What follows belongs to an exercise in optimizing a design on an open flow for small area, a short achievable clock period and few clock cycles per item; a production flow would make more cautious choices. Function was not checked in any run shown here: the RTL went through the layout flow alone.

==> flow/design.v, too long to show whole: its modules and the start of the top module <==
// module matvec_engine_mac_lane: 2816 lines
// module matvec_engine_mac_fin: 136 lines
// module matvec_engine: 80 lines
module matvec_engine
#(
  parameter int DATA_WIDTH = 16,
  parameter int FRAC_BITS  = 8,
  parameter int ROWS       = 4,
  parameter int COLS       = 4
) (
  input  logic                                     clk,
  input  logic                                     rst_n,
  input  logic                                     in_valid,
  output logic                                     in_ready,
  input  logic [1:0]                               mode,
  input  logic [ROWS-1:0][COLS-1:0][DATA_WIDTH-1:0] mat,
  input  logic [COLS-1:0][DATA_WIDTH-1:0]          vec,
  input  logic [ROWS-1:0][DATA_WIDTH-1:0]          bias,
  input  logic                                     abort,
  output logic [ROWS-1:0][DATA_WIDTH-1:0]          out,
  output logic [ROWS-1:0]                          out_sat,
  output logic                                     out_valid,
  input  logic                                     out_ready,
  output logic                                     busy
);
  // ...
==> flow/run.sh <==
#!/bin/bash
# synth_recipe.tcl (not shown) runs the flow's synth.tcl, then flattens the netlist and writes it again
# the make line also repeats each setting of config.mk as NAME=value (left out here)
make -C /OpenROAD-flow-scripts/flow DESIGN_CONFIG=/design/flow/config.mk WORK_HOME=/design/flow/orfs CLKGATE_MAP_FILE= SYNTH_SCRIPT=/design/flow/synth_recipe.tcl finish
==> flow/config.mk <==
export PLATFORM = sky130hd
export DESIGN_NAME = matvec_engine
export DESIGN_NICKNAME = matvec_engine
export VERILOG_FILES = /design/flow/design.v
export SDC_FILE = /design/flow/constraint.sdc
export NUM_CORES = 4
export LEC_CHECK = 0
export CAP_MARGIN = 20
export CORE_MARGIN = 2
export CORE_UTILIZATION = 40
export SLEW_MARGIN = 20
==> flow/constraint.sdc <==
create_clock -name core_clock -period 11.0 [get_ports {clk}]
set_input_delay 2.2000 -clock core_clock [delete_from_list [all_inputs] [get_ports {clk}]]
set_output_delay 2.2000 -clock core_clock [all_outputs]
set_load 0.01 [all_outputs]
==> results.toml, run 1 <==
[synth]
yosys-mux-area-fraction = 0.00230
synth_edf_count = 296
syn_area_sq_um = 106000
synth_nets = 13300
synthArstFlopShare = 0.00337
ys_types = 84

[layout]
antenna_cells = 47
finalInstanceArea_sq_um = 118000
flops_and_latches = 297
fillCellCount = 24900
fin_cells = 13900
multi_input_area_share = 0.774
regArea_sq_um = 8910
largest_register_ffs = 288

[timing]
fin_crit_ps = 9420
slew-limit-headroom = 0.0789
timing.final.crit_share = 0.857
timing.final.ws_setup_ps = 1580

[worst_setup_path]
critPathLaunchType = "flop"
crit_chain = "fa_1 > ha_1 > inv_1 > fa_1 > nor2b_1 > o31ai_1 > a21oi_1 > a21bo_2 > a21oi_1 > mux2i_1 > nand2_1 > nor4_2 > or2_2 > o21ai_0 > clkdlybuf4s50_1"
critical_path.top_delay_family = "compound AO/OA/AOI/OAI gates"
cp_slowest_cell = "mux2i_1"
critPathBufInv = 2

[floorplanning]
die_x_um = 519

[clocking]
cts.path.max_buffers = 3
cts_tree = "built"

[drt]
routed.top_layer = "met5"
drcViolationCount = 0

[outcome]
outcome = "finished clean"

[global_route]
grt_pass1_wl_mm = 792

[placed_design]
hpwl_mm = 414
==> run 2: changes to the inputs <==
--- a/flow/config.mk
+++ b/flow/config.mk
@@ -9,3 +9,4 @@
 export CORE_MARGIN = 2
 export CORE_UTILIZATION = 40
+export SETUP_SLACK_MARGIN = 3
 export SLEW_MARGIN = 20
==> results.toml, run 2 <==
[layout]
top_register = "g_row.rows_q"
final_core_util = 0.448
layout_commonest_cell = "fa_1"
fin_nets = 13100
largest_register_ffs = 288
fin_cells = 13900
final_cell_mix = "fa_1, xor2_1, a22oi_1, xnor2_1, inv_1"
synthToLayoutAreaGrowth_pct = 11.7
drive_above_1_share = 0.0740

[drt]
via_per_inst = 6.77
dr.pass1.iters = 10
drcViolationCount = 0
drt_first_iter_violations = 15400
ant_nets = 0
vias = 94400
routedWlPerCell_um = 42.0
totalWireLength_mm = 585

[timing]
fin_crit_ps = 7960
finClkSkew_ps = 26.6
timing.final.ws_setup_ps = 3040
timing.final.crit_share = 0.723
fmax_mhz = 126
rsz0062_at_grt = "true"
hold_violations = 0
setup_viol = 0
finalSetupTns_ps = 0
tightest_slew_ps = 1330
drv_slew = 0
slew-limit-headroom = 0.109

[floorplanning]
io_pins = 462
die_height_um = 519
die_x_um = 519
core_area_sq_um = 265000
initial_core_util = 0.401
rows = 189
dieArea_sq_um = 270000

[clocking]
cts_hold_buf = 0
cts_made_buffers = 44
cts.path.max_buffers = 3
root_buffer = "clkbuf_16"
clk_pin_slew_ps = 60
h-tree-depth = 2
worstSkewPairLatency_ps = 730
cts_tree = "built"
clock-sinks = 297

[synth]
synth.most_common_cell = "fa_1"
syn_area_sq_um = 106000
synth.largest_area_cell = "fa_1"
avgSynthCellArea_sq_um = 10.0
synthArstFlopShare = 0.00337
ys_types = 84
ys_seq_elements = 297
synth_nets = 13300
synth_top_cells_by_count = "fa_1, xor2_1, a22oi_1, clkbuf_1, xnor2_1"
synth_ff_type = "edfxtp_1"
synth_cells = 10600
netlist.area_leader.share = 0.393
synth_seq_area_share = 0.0839
yosys_warnings = 1
synth_edf_count = 296
yosys-top-cells-area = "fa_1, xor2_1, a22oi_1, edfxtp_1, xnor2_1"

[worst_setup_path]
critPathLaunchType = "input port"
crit_chain = "clkdlybuf4s50_1 > ha_4 > buf_12 > buf_4 > buf_4 > xor2_4 > and2_1 > buf_4 > xnor2_1 > fa_1 > fa_1 > fa_1 > fa_1 > fa_1 > fa_1 > inv_1"
timing_worst_setup_path_type = "input port to flop"
r2r_end = "g_row[0].rows_q[74]$_DFFE_PP_"
crit_fanout = 6
ff2ff_path_depth = 5
cp_slowest_cell = "and2_1"
reg2reg_from = "v$_DFFE_PN0P_"
crit_path_max_incr_delay_ps = 780
required_ps = 11480
regToRegSetupSlack_ps = 7180
worstPathArrival_ps = 8440
crit_top_cell = "fa_1"
end_kind = "flop"

[global_route]
grt_pass1_wl_mm = 800
overflow = 0
grt_usage = 0.425
grt_pass1_vias = 97200
grt_max_degree = 117
antenna_found_initial = 95

[job]
drv_cap = 0

[placed_design]
place_congestion = 1.02
pre_cts_ws_ps = 1600
dp.cells = 13700
portBuffers = 461
hpwl_mm = 412

[hold_path]
worst_hold_startpoint = "v$_DFFE_PN0P_"
hp-class = "flop to flop"
hold_depth = 1
min_to = "g_row[1].rows_q[17]$_DFFE_PP_"

[outcome]
outcome = "finished clean"
-- run 2: per-layer routing --
metal	global-route usage	share of wire	up-vias
li1	-	-	34700
met3	0.235	0.18	2678
met4	0.278	0.082	104
met5	0.00605	0.0018	-
met2	0.563	0.38	9191
met1	0.525	0.35	47700
-- run 2: final cells by class --
class / instances / area [sq um]
diodes: 45 / 113
well taps: 3533 / 4420
repair buffers: 989 / 9740
flip-flops and latches: 297 / 8910
inverters: 699 / 2670
multi-input cells: 8293 / 91300
fillers: 24900 / 146000
clock inverters: 26 / 299
clock buffers: 54 / 1160
-- run 2: worst max path at each step --
| stage | startpoint | end | slack [ps] | cells after the start |
|---|---|---|---|---|
| 2_1_floorplan | mode[0] | g_row[3].rows_q[62]$_DFFE_PP_ | 2990 | 16 |
| 3_3_place_gp | mode[0] | g_row[3].c8_q$_DFFE_PP_ | 1570 | 20 |
| 3_5_place_dp | mode[1] | g_row[2].rows_q[62]$_DFFE_PP_ | 1600 | 16 |
| 4_1_cts | vec[53] | g_row[0].rows_q[67]$_DFFE_PP_ | 3010 | 15 |
| 5_1_grt | g_row[0].rows_q[1]$_DFFE_PP_ | out[0] | 2980 | 14 |
| 6_report | mode[1] | g_row[0].rows_q[34]$_DFFE_PP_ | 3040 | 16 |
-- run 2: kinds of logic after synthesis --
logic type / after synthesis / share of synthesized area
adders and majority gates: 2345 / 0.424
muxes: 24 / 0.00230
xor gates and xnor gates: 2576 / 0.212
buffers and inverters: 1984 / 0.0710
and+or+nand+nor: 852 / 0.0436
DFF: 297 / 0.0839
AOI/OAI and AO/OA: 2494 / 0.163
-- run 2: timing repair --
item,in CTS,in global routing
endpoints found under the setup margin,189,102
endpoints found under the hold margin,0,0
setup buffers,36,30
resized for setup,20,43
gates cloned,1,3
pin swaps,11,13
-- run 2: critical path: cells and delay by family --
family,cells,cell delay (ps)
AND/OR/NAND/NOR,1,780
XOR/XNOR,2,640
buffers and inverters,6,1570
adder cells (fa/ha/maj),7,3210
-- run 2: metrics by stage --
step / cell area (sq um) / hold WS, ps
5_1_grt: 119000 / 1140
3_5_place_dp: 116000 / 1050
3_3_place_gp: 116000 / 1020
2_1_floorplan: 106000 / 1900
4_1_cts: 118000 / 1090
6_report: 119000 / 1070
==> run 3: changes to the inputs <==
==> flow/flow/run.sh (new file) <==
#!/bin/bash
# Own layout flow: the standard synthesis, then full adders re-polarised
# (fapol.py removes the inverters synthesis leaves between adder cells), then
# the standard layout of that netlist. Each tool logs to its own file here.
set -euo pipefail
R=orfs/results/${FLOW_PLATFORM}/matvec_engine/base
bash standard.sh synth > synth.log 2>&1
cp "$R/1_2_yosys.v" "$R/1_2_yosys_std.v"
python3 flow/fapol.py "$R/1_2_yosys_std.v" "$R/1_2_yosys.v" > fapol.log 2>&1
bash standard.sh ${FLOW_MAKE_VARS:-} finish > layout.log 2>&1
==> flow/flow/fapol.py (new file) <==
#!/usr/bin/env python3
"""Re-choose the polarity of full-adder cells in a flat gate netlist.

A full adder is self-dual: FA(~a,~b,~c) = (~sum, ~cout). Synthesis leaves
inverters between adders of a carry-save tree; this script removes every
inverter, chooses for each fa cell whether it works on true or complemented
signals so that as few nets as possible need a complement, and adds one
inverter per net whose complement is still needed.

usage: fapol.py IN.v OUT.v
"""
import re
import sys
import random

src = open(sys.argv[1]).read()
m = re.search(r'^\s*sky130_fd_sc_hd__\w+\s', src, re.M)
head, body = src[:m.start()], src[m.start():]
end = body.rindex('endmodule')
body, tail = body[:end], body[end:]

inst_re = re.compile(r'\s*(sky130_fd_sc_hd__\w+)\s+(\\\S+ |\S+)\s*\((.*?)\);\n', re.S)
pin_re = re.compile(r'\.(\w+)\(\s*(\\\S+ |[^()\s]+)\s*\)')
cells = []
pos = 0
for mm in inst_re.finditer(body):
    assert mm.start() == pos, body[pos:pos + 200]
    pos = mm.end()
    pins = [(p, n.strip() if not n.startswith('\\') else n) for p, n in pin_re.findall(mm.group(3))]
    cells.append([mm.group(1), mm.group(2), pins])
assert body[pos:].strip() == '', body[pos:pos + 200]

OUTP = {'X', 'Y', 'Q', 'Q_N', 'COUT', 'SUM', 'HI', 'LO'}
isinv = lambda t: re.match(r'sky130_fd_sc_hd__(clk)?inv_\d+$', t) is not None
isfa = lambda t: re.match(r'sky130_fd_sc_hd__fa_\d+$', t) is not None

ports = set()
for d, rng, names in re.findall(r'^\s*(input|output|inout)\s*(\[[^\]]*\])?\s*([^;]+);', head, re.M):
    for n in names.split(','):
        n = n.strip()
        if rng:
            hi, lo = map(int, rng[1:-1].split(':'))
            for i in range(min(hi, lo), max(hi, lo) + 1):
                ports.add(f"{n}[{i}]")
        ports.add(n)

inv_of = {}   # inverter output net -> input net
for t, n, pins in cells:
    if isinv(t):
        d = dict(pins)
        if d['Y'] not in ports:
            inv_of[d['Y']] = d['A']


def lit(net):
    p = 0
    while net in inv_of:
        net = inv_of[net]
        p ^= 1
    return net, p


fas = [i for i, c in enumerate(cells) if isfa(c[0])]
fa_out = {}   # net -> fa index driving it
for i in fas:
    for p, n in cells[i][2]:
        if p in OUTP:
            fa_out[n] = i
flip = {i: 0 for i in fas}

# loads: list of (cell index, pin, base net, pol) for every input pin of a kept cell
loads = []
for ci, (t, n, pins) in enumerate(cells):
    if isinv(t) and dict(pins)['Y'] in inv_of:
        continue
    for p, net in pins:
        if p in OUTP:
            continue
        b, pol = lit(net)
        loads.append((ci, p, b, pol))
net_loads = {}
for li, (ci, p, b, pol) in enumerate(loads):
    net_loads.setdefault(b, []).append(li)
cell_loads = {}
for li, (ci, p, b, pol) in enumerate(loads):
    cell_loads.setdefault(ci, []).append(li)


def need(li):
    ci, p, b, pol = loads[li]
    ph = flip.get(fa_out.get(b, -1), 0)
    return pol ^ ph ^ (flip[ci] if ci in flip else 0)


def net_cost(b):
    return 1 if any(need(li) for li in net_loads.get(b, [])) else 0


def local_cost(i):
    nets = set(loads[li][2] for li in cell_loads.get(i, []))
    for p, n in cells[i][2]:
        if p in OUTP:
            nets.add(n)
    return sum(net_cost(b) for b in nets), nets


def total():
    return sum(net_cost(b) for b in net_loads)


# output ports driven by a net: the port net itself is the base net, so a
# flipped driver would need an inverter; model ports as loads with pol 0
for pn in ports:
    if pn in fa_out:
        pass  # handled: a port net's value is read via its own name below

before = total()
# decide flips in reverse topological order: each fa takes the polarity its
# (already decided) loads prefer; xor2/xnor2 drivers can swap for free
XSWAP = {'sky130_fd_sc_hd__xor2_1': ('sky130_fd_sc_hd__xnor2_1', 'Y'),
         'sky130_fd_sc_hd__xnor2_1': ('sky130_fd_sc_hd__xor2_1', 'X')}
xdrv = {}
for ci, (t, n, pins) in enumerate(cells):
    if t in XSWAP:
        for p, net in pins:
            if p in OUTP and net not in ports:
                xdrv[net] = ci
                flip[ci] = 0
drv_of = dict(fa_out)
drv_of.update(xdrv)
# graph edges: driver cell -> load cell (through base nets)
succ = {}
for li, (ci, p, b, pol) in enumerate(loads):
    d = drv_of.get(b)
    if d is not None:
        succ.setdefault(d, set()).add(ci)
order = []
seen = set()
import sys as _s
_s.setrecursionlimit(100000)
def dfs(u):
    seen.add(u)
    for v in succ.get(u, ()):
        if v not in seen:
            dfs(v)
    order.append(u)
for u in list(flip):
    if u not in seen:
        dfs(u)
# order: sinks first (post-order)
def out_nets(i):
    return [n for p, n in cells[i][2] if p in OUTP]
def ph_of(b):
    d = drv_of.get(b, -1)
    return flip.get(d, 0)
def need2(li):
    ci, p, b, pol = loads[li]
    lf = flip[ci] if (ci in flip and isfa(cells[ci][0])) else 0
    return pol ^ ph_of(b) ^ lf
need = need2
for i in order:
    if i not in flip:
        continue
    if any(n in ports for n in out_nets(i)):
        continue
    best = None
    for f in (0, 1):
        flip[i] = f
        c = 0
        for n in out_nets(i):
            c += 1 if any(need2(li) for li in net_loads.get(n, [])) else 0
        if best is None or c < best[0]:
            best = (c, f)
    flip[i] = best[1]
after = sum(1 if any(need2(li) for li in net_loads.get(b, [])) else 0 for b in net_loads)

# rewrite: drop removed inverters, reconnect loads, add one inverter per net
new_inv = {}
out_cells = []
for ci, (t, n, pins) in enumerate(cells):
    if isinv(t) and dict(pins)['Y'] in inv_of:
        continue
    np = []
    for p, net in pins:
        if p in OUTP:
            np.append((p, net))
            continue
        b, pol = lit(net)
        want = pol ^ ph_of(b) ^ (flip[ci] if (ci in flip and isfa(t)) else 0)
        if want:
            if b not in new_inv:
                new_inv[b] = f"_fapol_n{len(new_inv)}_"
            np.append((p, new_inv[b]))
        else:
            np.append((p, b))
    if ci in xdrv.values() and flip.get(ci):
        t2, op = XSWAP[t]
        np = [(op if p in OUTP else p, net) for p, net in np]
        t = t2
    out_cells.append((t, n, np))
for b, nn in new_inv.items():
    out_cells.append(('sky130_fd_sc_hd__inv_1', f"_fapol_i{nn[7:]}", [('A', b), ('Y', nn)]))

# nets that were inverter outputs and are now undriven must not be read
used = set(net for t, n, pins in out_cells for p, net in pins)
with open(sys.argv[2], 'w') as f:
    f.write(head)
    for nn in new_inv.values():
        f.write(f"  wire {nn};\n")
    for t, n, pins in out_cells:
        f.write(f"  {t} {n} (\n")
        f.write(",\n".join(f"    .{p}({net})" for p, net in pins))
        f.write("\n  );\n")
    f.write(tail)
ninv0 = sum(1 for c in cells if isinv(c[0]))
ninv1 = sum(1 for c in out_cells if isinv(c[0]))
nflip = sum(flip.values())
nx = sum(1 for i in xdrv.values() if flip.get(i))
print(f"fapol: {len(fas)} fa cells, {nflip} flipped ({nx} xor/xnor swapped); inverters {ninv0} -> {ninv1} (nets needing complement {before} -> {after})", file=sys.stderr)
==> flow/standard.sh (new file) <==
#!/bin/bash
# synth_recipe.tcl (not shown) runs the flow's synth.tcl, then flattens the netlist and writes it again
# the make line also repeats each setting of config.mk as NAME=value (left out here)
make -C /OpenROAD-flow-scripts/flow DESIGN_CONFIG=/design/flow/config.mk WORK_HOME=/design/flow/orfs CLKGATE_MAP_FILE= SYNTH_SCRIPT=/design/flow/synth_recipe.tcl "${@:-finish}"
removed: flow/run.sh
==> results.toml, run 3 <==
[outcome]
outcome = "finished clean"

[clocking]
cts.path.max_buffers = 3
worstSkewPairLatency_ps = 710
h-tree-depth = 2
root_buffer = "clkbuf_16"
clk_pin_slew_ps = 70
cts_tree = "built"
cts_hold_buf = 0
cts_made_buffers = 44
clock-sinks = 297

[timing]
drv_slew = 0
finClkSkew_ps = 32.0
hold_violations = 0
rsz0062_at_grt = "false"
finalSetupTns_ps = 0
timing.final.crit_share = 0.730
fin_crit_ps = 8030
slew-limit-headroom = 0.0892
tightest_slew_ps = 1370
fmax_mhz = 125
setup_viol = 0

[floorplanning]
die_height_um = 514
io_pins = 462
rows = 187
dieArea_sq_um = 264000
die_x_um = 514
initial_core_util = 0.402
core_area_sq_um = 259000

[drt]
drcViolationCount = 0
ant_nets = 0
drt_first_iter_violations = 14700
via_per_inst = 6.98
vias = 93000
routedWlPerCell_um = 45.3
totalWireLength_mm = 604
dr.pass1.iters = 9

[worst_setup_path]
timing_worst_setup_path_type = "input port to flop"
critPathLaunchType = "input port"
required_ps = 11430
crit_fanout = 12
worstPathArrival_ps = 8460
end_kind = "flop"

[placed_design]
hpwl_mm = 433
portBuffers = 461
place_congestion = 1.04
dpl_cell_area_sq_um = 114000

[job]
drv_cap = 0

[synth]
synth_nets = 12800
yosys_warnings = 1
avgSynthCellArea_sq_um = 10.4
syn_area_sq_um = 104000
synth_cells = 10000

[layout]
layout_commonest_cell = "fa_1"
top_register = "g_row.rows_q"
final_cell_mix = "fa_1, a22oi_1, xnor2_1, xor2_1, clkdlybuf4s50_1"
synthToLayoutAreaGrowth_pct = 11.9
final_core_util = 0.450
finalInstanceArea_sq_um = 117000
fin_nets = 12500
drive_above_1_share = 0.0796
largest_register_ffs = 288

[hold_path]
hp-class = "flop to flop"

[global_route]
grt_usage = 0.449
overflow = 0
grt_pass1_wl_mm = 813
grt_pass1_vias = 95300
grt_max_degree = 82
antenna_found_initial = 123
[run 3: cell types whose count changed in the layout (fill, tap and decap cells not counted), moves of 21 or more]
cell / previous run / this run
buf_2: 15 / 36
xnor2_1: 796 / 1626
xor2_1: 1718 / 888
inv_1: 690 / 149
clkdlybuf4s50_1: 428 / 401
diode_2: 45 / 139
buf_4: 431 / 387
[run 3: through the flow]
step / hold slack (ps) / std cells / worst slack (ps)
finish: 1330 / 13300 / 2970
CTS: 1280 / 13100 / 3000
floorplan: 1900 / 10000 / 3030
detailed placement: 1260 / 13000 / 1450
global route: 1350 / 13300 / 2980
global placement: 1250 / 13000 / 1260
[run 3: repair_timing]
item                       in CTS  in global routing
buffers inserted               23                 40
cloned                          1                  4
setup endpoints to repair     193                122
gates resized for setup        28                 67
pin swaps                      10                 17
[run 3: worst paths after layout]
kind                                from                             to  slack [ps]  depth (start not counted)
min in group asynchronous          rst_n                  v$_DFFE_PN0P_        1620                          1
setup reg to reg           v$_DFFE_PN0P_  g_row[2].rows_q[22]$_DFFE_PP_        7240                          4
max in group asynchronous          rst_n                  v$_DFFE_PN0P_        9290                          1
hold reg to reg            v$_DFFE_PN0P_   g_row[3].rows_q[0]$_DFFE_PP_        1330                          1
hold / removal             v$_DFFE_PN0P_   g_row[3].rows_q[0]$_DFFE_PP_        1330                          1
setup / recovery                 mode[0]  g_row[3].rows_q[62]$_DFFE_PP_        2970                         15
[run 3: routing by layer]
metal / vias up / part of all wire / track usage
met5: - / 0.0021 / 0.0201
met4: 54 / 0.10 / 0.361
met3: 2764 / 0.15 / 0.201
met2: 8872 / 0.41 / 0.630
met1: 47700 / 0.34 / 0.525
li1: 33700 / - / -
[run 3: worst max-delay path, stage by stage]
cell and delay [ps]:
clkdlybuf4s50_1 420, inv_1 100, ha_4 180, buf_12 160, buf_4 380, xor2_4 670, buf_4 380, xnor2_1 350
fa_1 550, fa_1 540, fa_1 460, fa_1 440, fa_1 510, fa_1 550, fa_1 490
[run 3: final cells by class]
| cell class | count | area, sq um |
|---|---|---|
| Antenna cell | 139 | 348 |
| Clock buffer | 49 | 1160 |
| Clock inverter | 31 | 363 |
| Fill cell | 24200 | 143000 |
| Inverter | 160 | 638 |
| Multi-Input combinational cell | 8294 | 91400 |
| Sequential cell | 297 | 8910 |
| Tap cell | 3402 | 4260 |
| Timing Repair Buffer | 955 | 9490 |

==> static timing again, ports no longer ideal <==
Ports are ideal in the flow. The routed layouts listed here were re-timed in OpenROAD. Step 1 assumes that a clkbuf_16 drives the clock port and a buf_2 every other input. Step 2 adds t to the input delays and takes it off the output delays; t is the mean of the earliest and latest rising clock arrival at the registers after step 1. Input paths then give back, and output paths get back, about the clock's delay inside the block. Three values: ideal, step 1, step 2; two values: the first two.
run | t (ns) | slack for setup (ns) | worst data-port slew with drivers (ns) | pins driven straight from the clock port
run 1 | 0.812 | 1.576 / 1.476 / 1.352 | 0.45 | 1
run 2 | 0.834 | 3.045 / 3.012 / 2.212 | 0.45 | 1
run 3 | 0.819 | 2.969 / 2.964 / 2.238 | 0.46 | 1
After both steps setup and hold are still met in every run listed. For run 2, which loses most, drivers alone change the setup slack by -0.033 ns; drivers and shift together by -0.833 ns.
